This is an optimization exercise on Yosys and OpenROAD, whose aim is a short achievable clock period and few clock cycles, not a production implementation. The RTL was checked by simulation tests, not by an equivalence proof against the original design. No activity file was given, so power comes from the tool's default toggle rates.

==> flow/design.v <==
`default_nettype none
package rv_isa_pkg;
  typedef logic [4:0] reg_idx_t;
  typedef logic [6:0] opcode_t;
  typedef logic [2:0] funct3_t;
  localparam opcode_t op_lui    = 7'b0110111;
  localparam opcode_t op_auipc  = 7'b0010111;
  localparam opcode_t op_jal    = 7'b1101111;
  localparam opcode_t op_jalr   = 7'b1100111;
  localparam opcode_t op_branch = 7'b1100011;
  localparam opcode_t op_load   = 7'b0000011;
  localparam opcode_t op_store  = 7'b0100011;
  localparam opcode_t op_imm    = 7'b0010011;
  localparam opcode_t op_reg    = 7'b0110011;
  localparam opcode_t op_system = 7'b1110011;
  localparam funct3_t f3_beq  = 3'b000;
  localparam funct3_t f3_bne  = 3'b001;
  localparam funct3_t f3_blt  = 3'b100;
  localparam funct3_t f3_bge  = 3'b101;
  localparam funct3_t f3_bltu = 3'b110;
  localparam funct3_t f3_bgeu = 3'b111;
  localparam funct3_t f3_mem_b  = 3'b000;
  localparam funct3_t f3_mem_h  = 3'b001;
  localparam funct3_t f3_mem_w  = 3'b010;
  localparam funct3_t f3_mem_bu = 3'b100;
  localparam funct3_t f3_mem_hu = 3'b101;
  localparam funct3_t f3_add  = 3'b000;
  localparam funct3_t f3_sll  = 3'b001;
  localparam funct3_t f3_slt  = 3'b010;
  localparam funct3_t f3_sltu = 3'b011;
  localparam funct3_t f3_xor  = 3'b100;
  localparam funct3_t f3_sr   = 3'b101;
  localparam funct3_t f3_or   = 3'b110;
  localparam funct3_t f3_and  = 3'b111;
  localparam logic [6:0] funct7_alt = 7'b0100000;
endpackage
`default_nettype wire
`default_nettype none
package rv_core_pkg;
  typedef logic [32-1:0]   word_t;
  typedef logic [32/8-1:0] byte_en_t;
  typedef enum logic [3:0] {
    alu_add,
    alu_sub,
    alu_sll,
    alu_slt,
    alu_sltu,
    alu_xor,
    alu_srl,
    alu_sra,
    alu_or,
    alu_and,
    alu_pass_b
  } alu_op_e;
  typedef enum logic [1:0] {
    wb_alu,
    wb_load,
    wb_link
  } wb_sel_e;
  typedef enum logic [1:0] {
    size_byte,
    size_half,
    size_word
  } mem_size_e;
endpackage
`default_nettype wire
`timescale 1ns/10ps
`default_nettype none
module rv_decoder (
  input  rv_core_pkg::word_t     insn,
  output rv_isa_pkg::reg_idx_t   rs1,
  output rv_isa_pkg::reg_idx_t   rs2,
  output rv_isa_pkg::reg_idx_t   rd,
  output rv_isa_pkg::funct3_t    funct3,
  output rv_core_pkg::word_t     imm,
  output rv_core_pkg::alu_op_e   alu_op,
  output logic                   alu_src_imm,
  output logic                   alu_src_pc,
  output rv_core_pkg::wb_sel_e   wb_sel,
  output logic                   reg_we,
  output logic                   is_branch,
  output logic                   is_jal,
  output logic                   is_jalr,
  output logic                   is_load,
  output logic                   is_store,
  output rv_core_pkg::mem_size_e mem_size,
  output logic                   load_unsigned,
  output logic                   halt
);
  rv_isa_pkg::opcode_t  opcode;
  logic [6:0]           funct7;
  logic                 funct7_ok;
  logic                 is_shift;
  rv_core_pkg::alu_op_e alu_fn;
  rv_core_pkg::word_t   imm_i;
  rv_core_pkg::word_t   imm_s;
  rv_core_pkg::word_t   imm_b;
  rv_core_pkg::word_t   imm_u;
  rv_core_pkg::word_t   imm_j;
  assign opcode = insn[6:0];
  assign rd     = insn[11:7];
  assign funct3 = insn[14:12];
  assign rs1    = insn[19:15];
  assign rs2    = insn[24:20];
  assign funct7 = insn[31:25];
  assign imm_i = {{20{insn[31]}}, insn[31:20]};
  assign imm_s = {{20{insn[31]}}, insn[31:25], insn[11:7]};
  assign imm_b = {{20{insn[31]}}, insn[7], insn[30:25], insn[11:8], 1'b0};
  assign imm_u = {insn[31:12], 12'b0};
  assign imm_j = {{12{insn[31]}}, insn[19:12], insn[20], insn[30:21], 1'b0};
  assign is_shift  = funct3 == rv_isa_pkg::f3_sll || funct3 == rv_isa_pkg::f3_sr;
  assign funct7_ok = funct7 == 7'b0 ||
                     (funct7 == rv_isa_pkg::funct7_alt &&
                      (funct3 == rv_isa_pkg::f3_sr ||
                       (funct3 == rv_isa_pkg::f3_add && opcode == rv_isa_pkg::op_reg)));
  always_comb begin
    case (funct3)
      rv_isa_pkg::f3_add: begin
        alu_fn = (opcode == rv_isa_pkg::op_reg && insn[30]) ? rv_core_pkg::alu_sub
                                                             : rv_core_pkg::alu_add;
      end
      rv_isa_pkg::f3_sll:  alu_fn = rv_core_pkg::alu_sll;
      rv_isa_pkg::f3_slt:  alu_fn = rv_core_pkg::alu_slt;
      rv_isa_pkg::f3_sltu: alu_fn = rv_core_pkg::alu_sltu;
      rv_isa_pkg::f3_xor:  alu_fn = rv_core_pkg::alu_xor;
      rv_isa_pkg::f3_sr:   alu_fn = insn[30] ? rv_core_pkg::alu_sra : rv_core_pkg::alu_srl;
      rv_isa_pkg::f3_or:   alu_fn = rv_core_pkg::alu_or;
      default:             alu_fn = rv_core_pkg::alu_and;
    endcase
  end
  always_comb begin
    imm           = '0;
    alu_op        = rv_core_pkg::alu_add;
    alu_src_imm   = 1'b0;
    alu_src_pc    = 1'b0;
    wb_sel        = rv_core_pkg::wb_alu;
    reg_we        = 1'b0;
    is_branch     = 1'b0;
    is_jal        = 1'b0;
    is_jalr       = 1'b0;
    is_load       = 1'b0;
    is_store      = 1'b0;
    mem_size      = rv_core_pkg::size_word;
    load_unsigned = 1'b0;
    halt          = 1'b0;
    case (opcode)
      rv_isa_pkg::op_lui: begin
        imm         = imm_u;
        alu_op      = rv_core_pkg::alu_pass_b;
        alu_src_imm = 1'b1;
        reg_we      = 1'b1;
      end
      rv_isa_pkg::op_auipc: begin
        imm         = imm_u;
        alu_src_imm = 1'b1;
        alu_src_pc  = 1'b1;
        reg_we      = 1'b1;
      end
      rv_isa_pkg::op_jal: begin
        imm    = imm_j;
        is_jal = 1'b1;
        wb_sel = rv_core_pkg::wb_link;
        reg_we = 1'b1;
      end
      rv_isa_pkg::op_jalr: begin
        imm = imm_i;
        if (funct3 == 3'b000) begin
          is_jalr = 1'b1;
          wb_sel  = rv_core_pkg::wb_link;
          reg_we  = 1'b1;
        end
      end
      rv_isa_pkg::op_branch: begin
        imm = imm_b;
        is_branch = funct3[2:1] != 2'b01;
      end
      rv_isa_pkg::op_load: begin
        imm           = imm_i;
        alu_src_imm   = 1'b1;
        wb_sel        = rv_core_pkg::wb_load;
        load_unsigned = funct3[2];
        case (funct3)
          rv_isa_pkg::f3_mem_b, rv_isa_pkg::f3_mem_bu: mem_size = rv_core_pkg::size_byte;
          rv_isa_pkg::f3_mem_h, rv_isa_pkg::f3_mem_hu: mem_size = rv_core_pkg::size_half;
          default:                                     mem_size = rv_core_pkg::size_word;
        endcase
        is_load = funct3 != 3'b011 && funct3[2:1] != 2'b11;
        reg_we  = is_load;
      end
      rv_isa_pkg::op_store: begin
        imm         = imm_s;
        alu_src_imm = 1'b1;
        case (funct3)
          rv_isa_pkg::f3_mem_b: mem_size = rv_core_pkg::size_byte;
          rv_isa_pkg::f3_mem_h: mem_size = rv_core_pkg::size_half;
          default:              mem_size = rv_core_pkg::size_word;
        endcase
        is_store = funct3[2] == 1'b0 && funct3 != 3'b011;
      end
      rv_isa_pkg::op_imm: begin
        imm         = imm_i;
        alu_op      = alu_fn;
        alu_src_imm = 1'b1;
        reg_we      = !is_shift || funct7_ok;
      end
      rv_isa_pkg::op_reg: begin
        alu_op = alu_fn;
        reg_we = funct7_ok;
      end
      rv_isa_pkg::op_system: begin
        halt = insn[31:7] == 25'b0;
      end
      default: begin
      end
    endcase
  end
endmodule
`default_nettype wire
`timescale 1ns/10ps
`default_nettype none
module rv_regfile (
  input  logic                 clk,
  input  logic                 rst,
  input  logic                 we,
  input  rv_isa_pkg::reg_idx_t rs1,
  input  rv_isa_pkg::reg_idx_t rs2,
  input  rv_isa_pkg::reg_idx_t rd,
  input  rv_core_pkg::word_t   rd_data,
  output rv_core_pkg::word_t   rs1_data,
  output rv_core_pkg::word_t   rs2_data
);
  rv_core_pkg::word_t regs [32];
  always_ff @(posedge clk) begin
    if (rst) begin
      for (int i = 0; i < 32; i++) begin
        regs[i] <= '0;
      end
    end else if (we && rd != '0) begin
      regs[rd] <= rd_data;
    end
  end
  assign rs1_data = regs[rs1];
  assign rs2_data = regs[rs2];
endmodule
`default_nettype wire
`timescale 1ns/10ps
`default_nettype none
module rv_pc_unit (
  input  logic                clk,
  input  logic                rst,
  input  logic                is_branch,
  input  logic                is_jal,
  input  logic                is_jalr,
  input  rv_isa_pkg::funct3_t funct3,
  input  rv_core_pkg::word_t  rs1_data,
  input  rv_core_pkg::word_t  rs2_data,
  input  rv_core_pkg::word_t  imm,
  output rv_core_pkg::word_t  pc,
  output rv_core_pkg::word_t  pc_plus4
);
  rv_core_pkg::word_t pc_next;
  rv_core_pkg::word_t target;
  rv_core_pkg::word_t jalr_sum;
  logic               taken;
  always_comb begin
    case (funct3)
      rv_isa_pkg::f3_beq:  taken = rs1_data == rs2_data;
      rv_isa_pkg::f3_bne:  taken = rs1_data != rs2_data;
      rv_isa_pkg::f3_blt:  taken = $signed(rs1_data) < $signed(rs2_data);
      rv_isa_pkg::f3_bge:  taken = $signed(rs1_data) >= $signed(rs2_data);
      rv_isa_pkg::f3_bltu: taken = rs1_data < rs2_data;
      rv_isa_pkg::f3_bgeu: taken = rs1_data >= rs2_data;
      default:             taken = 1'b0;
    endcase
  end
  assign pc_plus4 = pc + 32'd4;
  assign target   = pc + imm;
  assign jalr_sum = rs1_data + imm;
  always_comb begin
    if (is_jalr) begin
      pc_next = {jalr_sum[32-1:1], 1'b0};
    end else if (is_jal || (is_branch && taken)) begin
      pc_next = target;
    end else begin
      pc_next = pc_plus4;
    end
  end
  always_ff @(posedge clk) begin
    if (rst) begin
      pc <= 32'h0000_0000;
    end else begin
      pc <= pc_next;
    end
  end
endmodule
`default_nettype wire
`timescale 1ns/10ps
`default_nettype none
module rv_execute (
  input  rv_core_pkg::alu_op_e alu_op,
  input  logic                 alu_src_imm,
  input  logic                 alu_src_pc,
  input  rv_core_pkg::wb_sel_e wb_sel,
  input  rv_core_pkg::word_t   pc,
  input  rv_core_pkg::word_t   pc_plus4,
  input  rv_core_pkg::word_t   rs1_data,
  input  rv_core_pkg::word_t   rs2_data,
  input  rv_core_pkg::word_t   imm,
  input  rv_core_pkg::word_t   load_value,
  output rv_core_pkg::word_t   alu_result,
  output rv_core_pkg::word_t   rd_data
);
  rv_core_pkg::word_t op_a;
  rv_core_pkg::word_t op_b;
  logic [4:0]         shamt;
  assign op_a  = alu_src_pc ? pc : rs1_data;
  assign op_b  = alu_src_imm ? imm : rs2_data;
  assign shamt = op_b[4:0];
  always_comb begin
    case (alu_op)
      rv_core_pkg::alu_add:    alu_result = op_a + op_b;
      rv_core_pkg::alu_sub:    alu_result = op_a - op_b;
      rv_core_pkg::alu_sll:    alu_result = op_a << shamt;
      rv_core_pkg::alu_slt:    alu_result = rv_core_pkg::word_t'($signed(op_a) < $signed(op_b));
      rv_core_pkg::alu_sltu:   alu_result = rv_core_pkg::word_t'(op_a < op_b);
      rv_core_pkg::alu_xor:    alu_result = op_a ^ op_b;
      rv_core_pkg::alu_srl:    alu_result = op_a >> shamt;
      rv_core_pkg::alu_sra:    alu_result = rv_core_pkg::word_t'($signed(op_a) >>> shamt);
      rv_core_pkg::alu_or:     alu_result = op_a | op_b;
      rv_core_pkg::alu_and:    alu_result = op_a & op_b;
      rv_core_pkg::alu_pass_b: alu_result = op_b;
      default:                 alu_result = '0;
    endcase
  end
  always_comb begin
    case (wb_sel)
      rv_core_pkg::wb_load: rd_data = load_value;
      rv_core_pkg::wb_link: rd_data = pc_plus4;
      default:              rd_data = alu_result;
    endcase
  end
endmodule
`default_nettype wire
`timescale 1ns/10ps
`default_nettype none
module rv_lsu (
  input  logic                   is_load,
  input  logic                   is_store,
  input  logic                   load_unsigned,
  input  rv_core_pkg::mem_size_e mem_size,
  input  rv_core_pkg::word_t     alu_result,
  input  rv_core_pkg::word_t     rs2_data,
  input  rv_core_pkg::word_t     load_data_from_dmem,
  output rv_core_pkg::word_t     addr_to_dmem,
  output rv_core_pkg::word_t     store_data_to_dmem,
  output rv_core_pkg::byte_en_t  store_we_to_dmem,
  output rv_core_pkg::word_t     load_value
);
  logic [1:0]  offset;
  logic [7:0]  load_byte;
  logic [15:0] load_half;
  assign offset       = alu_result[1:0];
  assign addr_to_dmem = {alu_result[31:2], 2'b00};
  always_comb begin
    store_we_to_dmem = '0;
    case (mem_size)
      rv_core_pkg::size_byte: begin
        store_data_to_dmem = {4{rs2_data[7:0]}};
        store_we_to_dmem   = 4'b0001 << offset;
      end
      rv_core_pkg::size_half: begin
        store_data_to_dmem = {2{rs2_data[15:0]}};
        store_we_to_dmem   = offset[1] ? 4'b1100 : 4'b0011;
      end
      default: begin
        store_data_to_dmem = rs2_data;
        store_we_to_dmem   = 4'b1111;
      end
    endcase
    if (!is_store) begin
      store_we_to_dmem = '0;
    end
  end
  assign load_byte = load_data_from_dmem[8*offset +: 8];
  assign load_half = offset[1] ? load_data_from_dmem[31:16] : load_data_from_dmem[15:0];
  always_comb begin
    case (mem_size)
      rv_core_pkg::size_byte: begin
        load_value = {{24{load_byte[7] & !load_unsigned}}, load_byte};
      end
      rv_core_pkg::size_half: begin
        load_value = {{16{load_half[15] & !load_unsigned}}, load_half};
      end
      default: load_value = load_data_from_dmem;
    endcase
  end
endmodule
`default_nettype wire
`timescale 1ns/10ps
`default_nettype none
module rv_core (
  input  logic                  clk,
  input  logic                  rst,
  input  rv_core_pkg::word_t    insn_from_imem,
  input  rv_core_pkg::word_t    load_data_from_dmem,
  output rv_core_pkg::word_t    pc_to_imem,
  output rv_core_pkg::word_t    addr_to_dmem,
  output rv_core_pkg::word_t    store_data_to_dmem,
  output rv_core_pkg::byte_en_t store_we_to_dmem,
  output logic                  halt
);
  localparam int BB   = 5;               
  localparam int NB   = 1 << BB;
  localparam int TAGW = 6;               
  localparam int HL   = 8;               
  localparam int PB   = 8;               
  localparam logic [1:0] K_BR  = 2'd0;   
  localparam logic [1:0] K_JMP = 2'd1;   
  localparam logic [1:0] K_RET = 2'd2;   
  logic [31:0] pc_f;
  logic [31:0] ras;
  logic [NB-1:0]   btb_v;
  logic [TAGW-1:0] btb_tag  [NB];
  logic [29:0]     btb_tgt  [NB];
  logic [1:0]      btb_kind [NB];
  logic [HL-1:0]   btb_hist [NB];    
  logic [NB-1:0]   btb_pb;           
  logic [1:0]      pht [1 << PB];    
  logic            u_we;
  logic [BB-1:0]   u_idx;
  logic [TAGW-1:0] u_tag;
  logic [29:0]     u_tgt;
  logic [1:0]      u_kind;
  logic            u_upd, u_taken, u_alloc;
  logic [HL-1:0]   u_hist;
  logic [PB-1:0]   u_pcb;
  logic        d_valid;
  logic [31:0] d_pc, d_insn, d_pnpc, d_pc4;
  logic        d_ptaken, d_hit;
  logic [HL-1:0] d_hist;
  assign d_valid  = 1'b1;
  assign d_pc     = pc_f;
  assign d_insn   = insn_from_imem;
  assign d_pnpc   = f_pnpc;
  assign d_pc4    = f_pc4;
  assign d_ptaken = f_ptaken;
  assign d_hit    = f_hit;
  assign d_hist   = f_hist;
  logic        x_valid;
  logic [31:0] x_pc, x_pc4, x_timm, x_pnpc, x_opa, x_opb, x_std, x_pres;
  logic [31:0] x_tgt, x_rtgt, pres;
  logic        x_auipc, co_tgt;
  logic        x_fa1, x_fb1, x_fs1;
  logic        x_s_add, x_s_sub, x_s_sll, x_s_srl, x_s_sra, x_s_slt, x_s_sltu;
  logic        x_s_xor, x_s_or, x_s_and, x_s_pres;
  logic        x_brv, x_jmis, x_br, x_jal, x_jalr, x_ld, x_st, x_we, x_ecall, x_call, x_ret;
  logic [2:0]  x_f3;
  logic        x_c_eq, x_c_lt, x_c_ltu, x_binv;
  logic [4:0]  x_rd;
  logic        x_ptaken, x_hit;
  logic [HL-1:0] x_hist;
  logic        m_valid;
  logic [31:0] m_res, m_addr, m_sd, m_pnpc, m_pc, m_tgt;
  logic        m_chk;
  logic [3:0]  m_strb;
  logic        m_ld, m_we, m_jalr, m_halt, m_ret;
  logic [4:0]  m_rd;
  logic [2:0]  m_f3;
  logic        w_we;
  logic [31:0] w_res;
  logic [4:0]  w_rd;
  logic [31:0] rf [32];
  logic [BB-1:0] f_idx;
  logic          f_hit, f_ptaken;
  logic [1:0]    f_kind;
  logic [HL-1:0] f_hist;
  logic [31:0]   f_pc4, f_pnpc;
  assign pc_to_imem = pc_f;
  assign f_idx    = pc_f[BB+1:2];
  assign f_hit    = btb_v[f_idx] && btb_tag[f_idx] == pc_f[BB+2 +: TAGW];
  assign f_kind   = btb_kind[f_idx];
  assign f_hist   = btb_hist[f_idx];
  assign f_ptaken = f_hit && (f_kind != K_BR || btb_pb[f_idx]);
  assign f_pc4    = pc_f + 32'd4;
  assign f_pnpc   = !f_ptaken ? f_pc4 : (f_kind == K_RET) ? ras : {btb_tgt[f_idx], 2'b00};
  logic [6:0]  op;
  logic [2:0]  f3;
  logic [4:0]  rd, rs1, rs2;
  logic        i_lui, i_auipc, i_jal, i_jalr, i_br, i_ld, i_st, i_imm, i_reg, i_ecall;
  logic        use1, use2, use_imm, wen, f7ok, f7alt;
  logic [31:0] imm_i, imm_s, imm_b, imm_u, imm_j, imm;
  logic [31:0] rv1, rv2, w_val;
  logic        stall, redir_x, redir_m;
  logic [31:0] tgt_m, pc_alt, pc_norm;
  logic        mis;
  assign op  = d_insn[6:0];
  assign rd  = d_insn[11:7];
  assign f3  = d_insn[14:12];
  assign rs1 = d_insn[19:15];
  assign rs2 = d_insn[24:20];
  assign i_lui   = op == 7'b0110111;
  assign i_auipc = op == 7'b0010111;
  assign i_jal   = op == 7'b1101111;
  assign i_jalr  = op == 7'b1100111 && f3 == 3'b000;
  assign i_br    = op == 7'b1100011 && f3[2:1] != 2'b01;
  assign i_ld    = op == 7'b0000011 && f3 != 3'b011 && f3[2:1] != 2'b11;
  assign i_st    = op == 7'b0100011 && f3[2] == 1'b0 && f3 != 3'b011;
  assign i_imm   = op == 7'b0010011;
  assign i_reg   = op == 7'b0110011;
  assign i_ecall = op == 7'b1110011 && d_insn[31:7] == 25'b0;
  assign f7alt = d_insn[31:25] == 7'b0100000;
  assign f7ok  = d_insn[31:25] == 7'b0 ||
                 (f7alt && (f3 == 3'b101 || (f3 == 3'b000 && i_reg)));
  assign imm_i = {{20{d_insn[31]}}, d_insn[31:20]};
  assign imm_s = {{20{d_insn[31]}}, d_insn[31:25], d_insn[11:7]};
  assign imm_b = {{20{d_insn[31]}}, d_insn[7], d_insn[30:25], d_insn[11:8], 1'b0};
  assign imm_u = {d_insn[31:12], 12'b0};
  assign imm_j = {{12{d_insn[31]}}, d_insn[19:12], d_insn[20], d_insn[30:21], 1'b0};
  assign use1    = i_jalr || i_br || i_ld || i_st || i_imm || i_reg;
  assign use2    = i_br || i_st || i_reg;
  assign use_imm = i_imm || i_ld || i_st || i_jalr;
  assign imm     = i_st ? imm_s : imm_i;
  assign wen     = (i_lui || i_auipc || i_jal || i_jalr || i_ld ||
                    (i_imm && (!(f3 == 3'b001 || f3 == 3'b101) || f7ok)) ||
                    (i_reg && f7ok)) && rd != 5'd0;
  assign w_val = w_res;
  logic [7:0]  ld_byte;
  logic [15:0] ld_half;
  logic [31:0] m_val;
  assign ld_byte = load_data_from_dmem[8*m_addr[1:0] +: 8];
  assign ld_half = m_addr[1] ? load_data_from_dmem[31:16] : load_data_from_dmem[15:0];
  always_comb begin
    if (!m_ld)                   m_val = m_res;
    else if (m_f3[1:0] == 2'b00) m_val = {{24{ld_byte[7] & !m_f3[2]}}, ld_byte};
    else if (m_f3[1:0] == 2'b01) m_val = {{16{ld_half[15] & !m_f3[2]}}, ld_half};
    else                         m_val = load_data_from_dmem;
  end
  assign rv1 = a2 ? m_val : (w_we && w_rd == rs1) ? w_val : rf[rs1];
  assign rv2 = b2 ? m_val : (w_we && w_rd == rs2) ? w_val : rf[rs2];
  logic a1, a2, b1, b2, ld_hz;
  assign a1 = x_valid && x_we && x_rd == rs1;
  assign a2 = m_valid && m_we && m_rd == rs1;
  assign b1 = x_valid && x_we && x_rd == rs2;
  assign b2 = m_valid && m_we && m_rd == rs2;
  assign ld_hz = (use1 && a1 && x_ld) || (use2 && b1 && x_ld);
  assign stall = d_valid && ld_hz;
  logic [31:0] a, b, sd, sum, dif, sll_r, srl_r, sra_r, res;
  logic        eq, lt, ltu, cond, taken, co_sum, co_dif;
  logic [3:0]  strb;
  logic [31:0] sdata;
  assign a  = x_fa1 ? m_res : x_opa;
  assign b  = x_fb1 ? m_res : x_opb;
  assign sd = x_fs1 ? m_res : x_std;
  rv_ks_add i_sum (.a(a), .b(b),  .cin(1'b0), .s(sum), .cout(co_sum));
  rv_ks_add i_dif (.a(a), .b(~b), .cin(1'b1), .s(dif), .cout(co_dif));
  assign sll_r = a << b[4:0];
  assign srl_r = a >> b[4:0];
  assign sra_r = $signed(a) >>> b[4:0];
  assign eq    = a == b;
  assign ltu   = !co_dif;
  assign lt    = ltu ^ a[31] ^ b[31];
  assign res = ({32{x_s_add}}  & sum)   | ({32{x_s_sub}} & dif)   |
               ({32{x_s_sll}}  & sll_r) | ({32{x_s_srl}} & srl_r) |
               ({32{x_s_sra}}  & sra_r) |
               {31'b0, (x_s_slt && lt) || (x_s_sltu && ltu)} |
               ({32{x_s_xor}}  & (a ^ b)) | ({32{x_s_or}} & (a | b)) |
               ({32{x_s_and}}  & (a & b)) | ({32{x_s_pres}} & pres);
  logic c00, c10, c01;
  rv_br_cmp i_c00 (.a(x_opa), .b(x_opb), .c_eq(x_c_eq), .c_lt(x_c_lt), .c_ltu(x_c_ltu), .cond(c00));
  rv_br_cmp i_c10 (.a(m_res), .b(x_opb), .c_eq(x_c_eq), .c_lt(x_c_lt), .c_ltu(x_c_ltu), .cond(c10));
  rv_br_cmp i_c01 (.a(x_opa), .b(m_res), .c_eq(x_c_eq), .c_lt(x_c_lt), .c_ltu(x_c_ltu), .cond(c01));
  assign cond  = x_fa1 ? (x_fb1 ? x_c_eq : c10) : (x_fb1 ? c01 : c00);
  assign taken = x_jal || (x_br && (cond ^ x_f3[0]));
  always_comb begin
    case (x_f3[1:0])
      2'b00: begin
        strb  = 4'b0001 << sum[1:0];
        sdata = {4{sd[7:0]}};
      end
      2'b01: begin
        strb  = sum[1] ? 4'b1100 : 4'b0011;
        sdata = {2{sd[15:0]}};
      end
      default: begin
        strb  = 4'b1111;
        sdata = sd;
      end
    endcase
  end
  assign tgt_m   = m_jalr ? {m_addr[31:1], 1'b0} : m_tgt;
  assign redir_m = m_chk && tgt_m != m_pnpc;
  assign mis     = x_jmis || (x_brv && (cond ^ x_binv));
  assign redir_x = mis && !redir_m;
  rv_ks_add i_tgt (.a(x_pc), .b(x_timm), .cin(1'b0), .s(x_tgt), .cout(co_tgt));
  assign x_rtgt  = x_ptaken ? x_pc4 : x_tgt;
  assign pres    = x_auipc ? x_tgt : x_pres;
  assign pc_alt  = redir_m ? tgt_m : x_rtgt;
  assign pc_norm = redir_m ? tgt_m : stall ? x_pnpc : f_pnpc;
  assign addr_to_dmem       = {m_addr[31:2], 2'b00};
  assign store_data_to_dmem = m_sd;
  assign store_we_to_dmem   = m_strb;
  assign halt               = m_halt;
  always_ff @(posedge clk) begin
    if (rst) begin
      pc_f <= 32'h0;
    end else begin
      pc_f <= mis ? pc_alt : pc_norm;
    end
  end
  logic go_d;
  assign go_d = d_valid && !stall && !redir_x && !redir_m;
  always_ff @(posedge clk) begin
    if (rst) begin
      x_valid <= 1'b0;
      x_we    <= 1'b0;
      x_brv   <= 1'b0;
      x_jmis  <= 1'b0;
    end else begin
      x_valid <= go_d;
      x_we    <= go_d && wen;
      x_brv   <= go_d && i_br;
      x_jmis  <= go_d && ((i_jal && !d_ptaken) || (d_ptaken && !(i_br || i_jal || i_jalr)));
    end
    x_pc     <= d_pc;
    x_pc4    <= d_pc4;
    x_timm   <= i_jal ? imm_j : i_auipc ? imm_u : imm_b;
    x_auipc  <= i_auipc;
    x_pnpc   <= d_pnpc;
    x_ptaken <= d_ptaken;
    x_hit    <= d_hit;
    x_hist   <= d_hist;
    x_opa    <= rv1;
    x_opb    <= use_imm ? imm : rv2;
    x_std    <= rv2;
    x_pres   <= i_lui ? imm_u : d_pc4;
    x_fa1    <= use1 && a1;
    x_fb1    <= !use_imm && use2 && b1;
    x_fs1    <= b1;
    x_s_add  <= ((i_imm || i_reg) && f3 == 3'b000 && !(i_reg && d_insn[30])) || i_ld || i_st;
    x_s_sub  <= i_reg && f3 == 3'b000 && d_insn[30];
    x_s_sll  <= (i_imm || i_reg) && f3 == 3'b001;
    x_s_srl  <= (i_imm || i_reg) && f3 == 3'b101 && !d_insn[30];
    x_s_sra  <= (i_imm || i_reg) && f3 == 3'b101 && d_insn[30];
    x_s_slt  <= (i_imm || i_reg) && f3 == 3'b010;
    x_s_sltu <= (i_imm || i_reg) && f3 == 3'b011;
    x_s_xor  <= (i_imm || i_reg) && f3 == 3'b100;
    x_s_or   <= (i_imm || i_reg) && f3 == 3'b110;
    x_s_and  <= (i_imm || i_reg) && f3 == 3'b111;
    x_s_pres <= i_lui || i_auipc || i_jal || i_jalr;
    x_br     <= i_br;
    x_jal    <= i_jal;
    x_jalr   <= i_jalr;
    x_ld     <= i_ld;
    x_st     <= i_st;
    x_ecall  <= i_ecall;
    x_call   <= (i_jal || i_jalr) && rd == 5'd1;
    x_ret    <= i_jalr && rs1 == 5'd1 && rd == 5'd0;
    x_f3     <= f3;
    x_c_eq   <= f3[2:1] == 2'b00;
    x_c_lt   <= f3[2:1] == 2'b10;
    x_c_ltu  <= f3[2:1] == 2'b11;
    x_binv   <= f3[0] ^ d_ptaken;
    x_rd     <= rd;
  end
  logic go_x;
  assign go_x = x_valid && !redir_m;
  always_ff @(posedge clk) begin
    if (rst) begin
      m_valid <= 1'b0;
      m_chk   <= 1'b0;
      m_halt  <= 1'b0;
      m_we    <= 1'b0;
      m_strb  <= 4'b0;
    end else begin
      m_valid <= go_x;
      m_chk   <= go_x && (x_jalr || (!mis && taken));
      m_halt  <= go_x && x_ecall;
      m_we    <= go_x && x_we;
      m_strb  <= (go_x && x_st) ? strb : 4'b0;
    end
    m_res   <= res;
    m_addr  <= sum;
    m_sd    <= sdata;
    m_pnpc  <= x_pnpc;
    m_pc    <= x_pc;
    m_tgt   <= x_tgt;
    m_ld    <= x_ld;
    m_jalr  <= x_jalr;
    m_ret   <= x_ret;
    m_rd    <= x_rd;
    m_f3    <= x_f3;
  end
  always_ff @(posedge clk) begin
    if (rst) begin
      w_we <= 1'b0;
    end else begin
      w_we <= m_we;
    end
    w_res <= m_val;
    w_rd  <= m_rd;
  end
  always_ff @(posedge clk) begin
    if (rst) begin
      for (int i = 0; i < 32; i++) rf[i] <= '0;
    end else if (w_we) begin
      rf[w_rd] <= w_val;
    end
  end
  always_ff @(posedge clk) begin
    if (rst) begin
      ras <= '0;
    end else if (go_x && x_call) begin
      ras <= x_pc4;
    end
  end
  always_ff @(posedge clk) begin
    if (rst) begin
      u_we <= 1'b0;
    end else if (redir_m) begin
      u_we   <= m_jalr;
      u_idx  <= m_pc[BB+1:2];
      u_tag  <= m_pc[BB+2 +: TAGW];
      u_tgt  <= tgt_m[31:2];
      u_kind <= m_ret ? K_RET : K_JMP;
      u_upd  <= 1'b0;
      u_alloc <= 1'b1;
    end else begin
      u_we   <= x_valid && ((x_br && (x_hit || taken)) || (x_jal && (!x_hit || mis)));
      u_idx  <= x_pc[BB+1:2];
      u_tag  <= x_pc[BB+2 +: TAGW];
      u_tgt  <= x_tgt[31:2];
      u_kind <= x_jal ? K_JMP : K_BR;
      u_upd  <= x_valid && x_br && x_hit;
      u_alloc <= !x_hit;
    end
  end
  always_ff @(posedge clk) begin
    u_taken <= taken;
    u_hist  <= x_hist;
    u_pcb   <= x_pc[PB+1:2];
  end
  logic [PB-1:0] pi_old, pi_new;
  logic [HL-1:0] h_new;
  logic [1:0]    c_old, c_new;
  logic          pb_new;
  assign pi_old = u_hist[PB-1:0] ^ u_pcb;
  assign h_new  = {u_hist[HL-2:0], u_taken};
  assign pi_new = h_new[PB-1:0] ^ u_pcb;
  assign c_old  = pht[pi_old];
  assign c_new  = u_taken ? ((c_old == 2'b11) ? 2'b11 : c_old + 2'b01)
                          : ((c_old == 2'b00) ? 2'b00 : c_old - 2'b01);
  assign pb_new = (pi_new == pi_old) ? c_new[1] : pht[pi_new][1];
  always_ff @(posedge clk) begin
    if (rst) begin
      for (int i = 0; i < (1 << PB); i++) pht[i] <= 2'b10;
    end else if (u_we && u_upd) begin
      pht[pi_old] <= c_new;
    end
  end
  always_ff @(posedge clk) begin
    if (rst) begin
      btb_v <= '0;
    end else if (u_we) begin
      btb_v[u_idx] <= 1'b1;
    end
    if (u_we) begin
      btb_tag[u_idx]  <= u_tag;
      btb_tgt[u_idx]  <= u_tgt;
      btb_kind[u_idx] <= u_kind;
      btb_hist[u_idx] <= u_alloc ? {{(HL-1){1'b0}}, 1'b1} : h_new;
      btb_pb[u_idx]   <= u_alloc || pb_new;
    end
  end
endmodule
module rv_br_cmp (
  input  logic [31:0] a,
  input  logic [31:0] b,
  input  logic        c_eq,
  input  logic        c_lt,
  input  logic        c_ltu,
  output logic        cond
);
  logic [31:0] d;
  logic        co, ltu;
  rv_ks_add i_sub (.a(a), .b(~b), .cin(1'b1), .s(d), .cout(co));
  assign ltu  = !co;
  assign cond = (c_eq && a == b) || (c_lt && (ltu ^ a[31] ^ b[31])) || (c_ltu && ltu);
endmodule
module rv_ks_add (
  input  logic [31:0] a,
  input  logic [31:0] b,
  input  logic        cin,
  output logic [31:0] s,
  output logic        cout
);
  logic [31:0] p0;
  logic [31:0] g [6];
  logic [31:0] p [6];
  always_comb begin
    p0      = a ^ b;
    g[0]    = a & b;
    p[0]    = p0;
    g[0][0] = g[0][0] | (p0[0] & cin);
    for (int l = 1; l < 6; l++) begin
      for (int i = 0; i < 32; i++) begin
        if (i >= (1 << (l - 1))) begin
          g[l][i] = g[l-1][i] | (p[l-1][i] & g[l-1][i - (1 << (l - 1))]);
          p[l][i] = p[l-1][i] & p[l-1][i - (1 << (l - 1))];
        end else begin
          g[l][i] = g[l-1][i];
          p[l][i] = p[l-1][i];
        end
      end
    end
    s    = p0 ^ {g[5][30:0], cin};
    cout = g[5][31];
  end
endmodule
`default_nettype wire
==> flow/flow/run.sh <==
#!/bin/bash
# Standard layout (the standard flow's synthesis, floorplan, placement, CTS and routing), with the
# timing repair asked to aim for slack well above zero at the design's clock period, so
# that it sizes and buffers the critical paths instead of stopping at the first met slack.
set -euo pipefail
export SETUP_SLACK_MARGIN=10
bash standard.sh > standard_flow.log 2>&1
==> flow/standard.sh <==
#!/bin/bash
# synth_recipe.tcl (not shown) runs the flow's synth.tcl, then flattens the netlist and writes it again
# the make line also repeats each setting of config.mk as NAME=value (left out here)
make -C /OpenROAD-flow-scripts/flow DESIGN_CONFIG=/design/flow/config.mk WORK_HOME=/design/flow/orfs CLKGATE_MAP_FILE= SYNTH_SCRIPT=/design/flow/synth_recipe.tcl "${@:-finish}"
==> flow/config.mk <==
export PLATFORM = sky130hd
export DESIGN_NAME = rv_core
export DESIGN_NICKNAME = rv_core
export VERILOG_FILES = /design/flow/design.v
export SDC_FILE = /design/flow/constraint.sdc
export NUM_CORES = 4
export LEC_CHECK = 0
export CAP_MARGIN = 20
export CORE_MARGIN = 2
export CORE_UTILIZATION = 40
export SLEW_MARGIN = 20
==> flow/constraint.sdc <==
create_clock -name core_clock -period 13.5 [get_ports {clk}]
set_input_delay 2.7000 -clock core_clock [delete_from_list [all_inputs] [get_ports {clk}]]
set_output_delay 2.7000 -clock core_clock [all_outputs]
set_load 0.01 [all_outputs]
==> impl_metrics.prom <==
# TYPE chip_impl_metric gauge
chip_impl_info{name="status",value="no timing/DRC/antenna violations"} 1
chip_impl_metric{name="initial_antenna_violation_count",unit=""} 70
chip_impl_metric{name="timing.critical_path.slowest_cell_delay",unit="ns"} 0.51
chip_impl_metric{name="power_density",unit="nW/um2"} 139
chip_impl_metric{name="area.sequential",unit="um2"} 106000
chip_impl_metric{name="critical_path_peak_fanout",unit=""} 26
chip_impl_metric{name="total_power",unit="mW"} 31.6
chip_impl_metric{name="finalCriticalPeriod",unit="ns"} 4.59
chip_impl_metric{name="detail_route.first_pass.iterations",unit=""} 13
chip_impl_metric{name="async_flop_share",unit=""} 0
chip_impl_metric{name="syn-cell-area",unit="um2"} 176000
chip_impl_metric{name="worst_slew_margin_rel",unit=""} 0.141
chip_impl_metric{name="yosys_register_bits",unit=""} 3721
chip_impl_metric{name="yosysWarningCount",unit=""} 4
chip_impl_metric{name="buffer_ports.inserted",unit=""} 164
chip_impl_metric{name="vias_after_detailed_routing",unit=""} 127220
chip_impl_metric{name="finalInstanceArea",unit="um2"} 228000
chip_impl_metric{name="clkLatencyLatePin",unit="ns"} 1.05
chip_impl_metric{name="syn-instance-count",unit=""} 12157
chip_impl_metric{name="timing.fmax",unit="GHz"} 0.218
chip_impl_info{name="crit_path_cell_trace",value="xnor2_4, nor2_1, buf_4, nand2_1, buf_6, a311oi_1, nand4_1, o2111ai_2, or4_4, nor3_4, maj3_4, nand2_8, a31oi_4, buf_6, buf_12, o31ai_4"} 1
chip_impl_metric{name="cp_data_required_time",unit="ns"} 14.24
chip_impl_metric{name="die_w",unit="um"} 668
chip_impl_info{name="final_common_cell",value="sky130_fd_sc_hd__edfxtp_1"} 1
chip_impl_info{name="timing_worst_setup_path_type",value="register to register"} 1
chip_impl_metric{name="final_nets",unit=""} 13350
chip_impl_metric{name="routed_wire_length_per_instance",unit="um"} 39.6
chip_impl_metric{name="routed_wl",unit="um"} 766000
chip_impl_metric{name="tritoncts_num_sinks",unit=""} 3721
chip_impl_metric{name="grtUsageTotal",unit=""} 0.329
chip_impl_metric{name="synth.lib_cells_used.distinct",unit=""} 89
chip_impl_metric{name="routabilityCongestion",unit=""} 0.991
chip_impl_metric{name="cts.clk_slew.worst_paths",unit="ns"} 0.06
chip_impl_info{name="crit_path_frequent_cell",value="sky130_fd_sc_hd__buf_6"} 1
chip_impl_metric{name="remaining_drc_errors",unit=""} 0
chip_impl_metric{name="cts-buffers-inserted",unit=""} 401
chip_impl_metric{name="synth-seq-area-share",unit=""} 0.598
chip_impl_info{name="rsz0062_at_grt",value="true"} 1
chip_impl_metric{name="synth_area_per_cell",unit="um2"} 14.5
chip_impl_metric{name="timing_worst_slew_pin_value",unit="ns"} 1.28
chip_impl_metric{name="critPathArrivalTime",unit="ns"} 5.32
chip_impl_metric{name="drtIter0Drc",unit=""} 22071
chip_impl_metric{name="leakagePower",unit="nW"} 78.8
chip_impl_metric{name="io_pins",unit=""} 167
chip_impl_info{name="top_flip_flop_cell_by_instance_count_after_synthesis",value="sky130_fd_sc_hd__edfxtp_1"} 1
chip_impl_metric{name="hold_viol",unit=""} 0
chip_impl_metric{name="start_util",unit=""} 0.402
chip_impl_metric{name="timing.setup.tns",unit="ns"} 0
chip_impl_metric{name="hpwl",unit="um"} 397000
chip_impl_metric{name="die_outline_area",unit="um2"} 446000
chip_impl_metric{name="final_number_of_setup_violating_endpoints",unit=""} 0
chip_impl_metric{name="core.rowCount",unit=""} 243
chip_impl_metric{name="layout-area-overhead-vs-synth",unit="%"} 29.2
chip_impl_metric{name="grt_max_degree",unit=""} 76
chip_impl_metric{name="clock_skew",unit="ns"} 0.108
chip_impl_info{name="worstSetupStartpointType",value="register"} 1
chip_impl_metric{name="drt-vias-per-instance",unit=""} 6.58
chip_impl_info{name="root_buffer_cell",value="sky130_fd_sc_hd__clkbuf_16"} 1
chip_impl_metric{name="grt_pass1_wl",unit="um"} 1010000
chip_impl_metric{name="core",unit="um2"} 438000
chip_impl_metric{name="h-tree-depth",unit=""} 5
chip_impl_metric{name="first_global_vias",unit=""} 121627
chip_impl_metric{name="clock_path_buffers",unit=""} 4
chip_impl_metric{name="layout-drive-gt1-share",unit=""} 0.399
chip_impl_metric{name="max_cap_viol_count",unit=""} 0
chip_impl_metric{name="die_y",unit="um"} 668
chip_impl_metric{name="hold_buffers",unit=""} 0
chip_impl_info{name="timing.critical_path.slowest_stage_cell",value="sky130_fd_sc_hd__or4_4"} 1
chip_impl_info{name="hold_class",value="register to register"} 1
chip_impl_metric{name="ant_nets",unit=""} 0
chip_impl_metric{name="place_area",unit="um2"} 189000
chip_impl_metric{name="ir_drop",unit="mV"} 0.118
chip_impl_metric{name="post-route-period-util",unit=""} 0.340
chip_impl_info{name="tritoncts",value="yes"} 1
chip_impl_metric{name="filler_cell_count",unit=""} 35259
chip_impl_info{name="critical_path.endpoint_type",value="register"} 1
chip_impl_metric{name="finalMaxSlewViolations",unit=""} 0
chip_impl_info{name="final_cell_mix",value="sky130_fd_sc_hd__edfxtp_1, sky130_fd_sc_hd__mux4_2, sky130_fd_sc_hd__and2_1"} 1
chip_impl_metric{name="overflow",unit=""} 0
chip_impl_metric{name="area_of_the_multi_input_gates",unit="um2"} 76900
chip_impl_metric{name="post_synth_edffs",unit=""} 3085
registers in the layout (all words and copies together) (netlist names), 64 cells and up:
name	count
rf	1024
btb_tgt	960
pht	512
btb_hist	256
btb_tag	192
btb_kind	64
Yosys cell counts (all sizes together) (75+ instances only):
master | n | area share
xor2 | 75 | 0.0038
and2 | 1057 | 0.038
nor2 | 589 | 0.013
o21ai | 643 | 0.018
nor3 | 308 | 0.0089
xnor2 | 127 | 0.0064
nand2 | 708 | 0.015
nand3 | 332 | 0.0094
mux2 | 108 | 0.0069
mux4 | 1307 | 0.17
buf | 316 | 0.0099
ha | 229 | 0.016
dfxtp | 636 | 0.072
clkbuf | 747 | 0.016
edfxtp | 3085 | 0.53
a21oi | 410 | 0.012
inv | 269 | 0.0057
mux2i | 321 | 0.018
per-stage QoR:
stage	instances	util	hold WS, ns	setup WS, ns
floorplan	12158	-	0.310	8.66
global placement	17490	0.431	0.318	6.48
detailed placement	17492	0.431	0.319	6.54
CTS	18966	0.502	0.333	9.07
global route	19308	0.519	0.336	9.00
finish	19340	0.519	0.332	8.91
metal layers:
metal	GRT usage	routed length [um]	up-vias
li1	-	-	48971
met1	0.413	263000	65076
met2	0.482	328000	10407
met3	0.105	105000	2739
met4	0.236	70100	27
met5	0.000543	388	-
repair_timing:
| action | 4_1_cts | 5_1_grt |
|---|---|---|
| buffers inserted | 471 | 248 |
| gates resized for setup | 2072 | 834 |
| pin swaps | 380 | 306 |
| cloned | 255 | 56 |
| setup endpoints to repair | 4170 | 2035 |
power breakdown:
| part | switching, mW | internal [mW] |
|---|---|---|
| Combinational | 3.95 | 2.97 |
| Clock | 4.87 | 6.48 |
| Sequential | 0.607 | 12.8 |
| Total | 9.43 | 22.2 |
cell families (layout without fill, tap and decap cells):
group           after synthesis  in the layout  synth area share
fa+ha+maj                   233            235            0.0167
flops                      3721           3721             0.598
simple gates               3293           3310            0.0946
xor+xnor                    202            202            0.0102
other cells                   1             65         0.0000213
mux                        1736           1736             0.192
compound gates             1637           1638            0.0565
buf+inv                    1334           2553            0.0316
final timing paths:
kind                startpoint                  end  slack, ns  cells past startpoint
max            m_pc[7]$_DFF_P_  btb_pb[5]$_DFFE_PP_       8.91                     16
min reg2reg  x_hist[4]$_DFF_P_    u_hist[4]$_DFF_P_       0.33                      0
min          x_hist[4]$_DFF_P_    u_hist[4]$_DFF_P_       0.33                      0
max reg2reg    m_pc[7]$_DFF_P_  btb_pb[5]$_DFFE_PP_       8.91                     16
area by class of cell:
type | count | share of cell area
Sequential cell | 3721 | 0.465
Multi-Input combinational cell | 7123 | 0.338
Timing Repair Buffer | 1531 | 0.100
Clock buffer | 517 | 0.0480
Tap cell | 5880 | 0.0323
Clock inverter | 231 | 0.0109
Inverter | 271 | 0.00486
Antenna cell | 63 | 0.000693
Timing Repair inverter | 3 | 0.000231
worst max-delay path: cells and delay by family, from the launching register on:
| family | cells | cell delay, ns |
|---|---|---|
| and+or+nand+nor | 6 | 1.30 |
| buffers and inverters | 4 | 0.91 |
| AOI/OAI and AO/OA | 4 | 0.69 |
| xor gates and xnor gates | 1 | 0.48 |
| DFF | 1 | 0.47 |
| adders and majority gates | 1 | 0.33 |
Testbench counts, summed over its fixed seeds: cycles 639,130.

-- static timing again, ports no longer ideal --
The results above use ideal ports. As a check the final layout listed here was re-extracted and re-timed, cells and wires unchanged.
Step 1 assumes that a clkbuf_16 drives the clock port and a buf_2 every other input.
Step 2 also shifts input and output timing later by t, the mid clock arrival at the registers, as if the neighbouring blocks saw the same clock.
Three values: ideal ports, drivers, drivers and shift; two values: the first two.
t (ns): 1.122
setup slack, ns: 8.913 / 8.757 / 7.635
worst setup path at the end: input to register
clock arrival spread, ns: 0.138 / 0.138
cell pins on the clock port's net: 1
After both steps this run still meets setup and hold. The setup slack of this run moves by -0.156 ns with the drivers and by -1.278 ns with both steps.
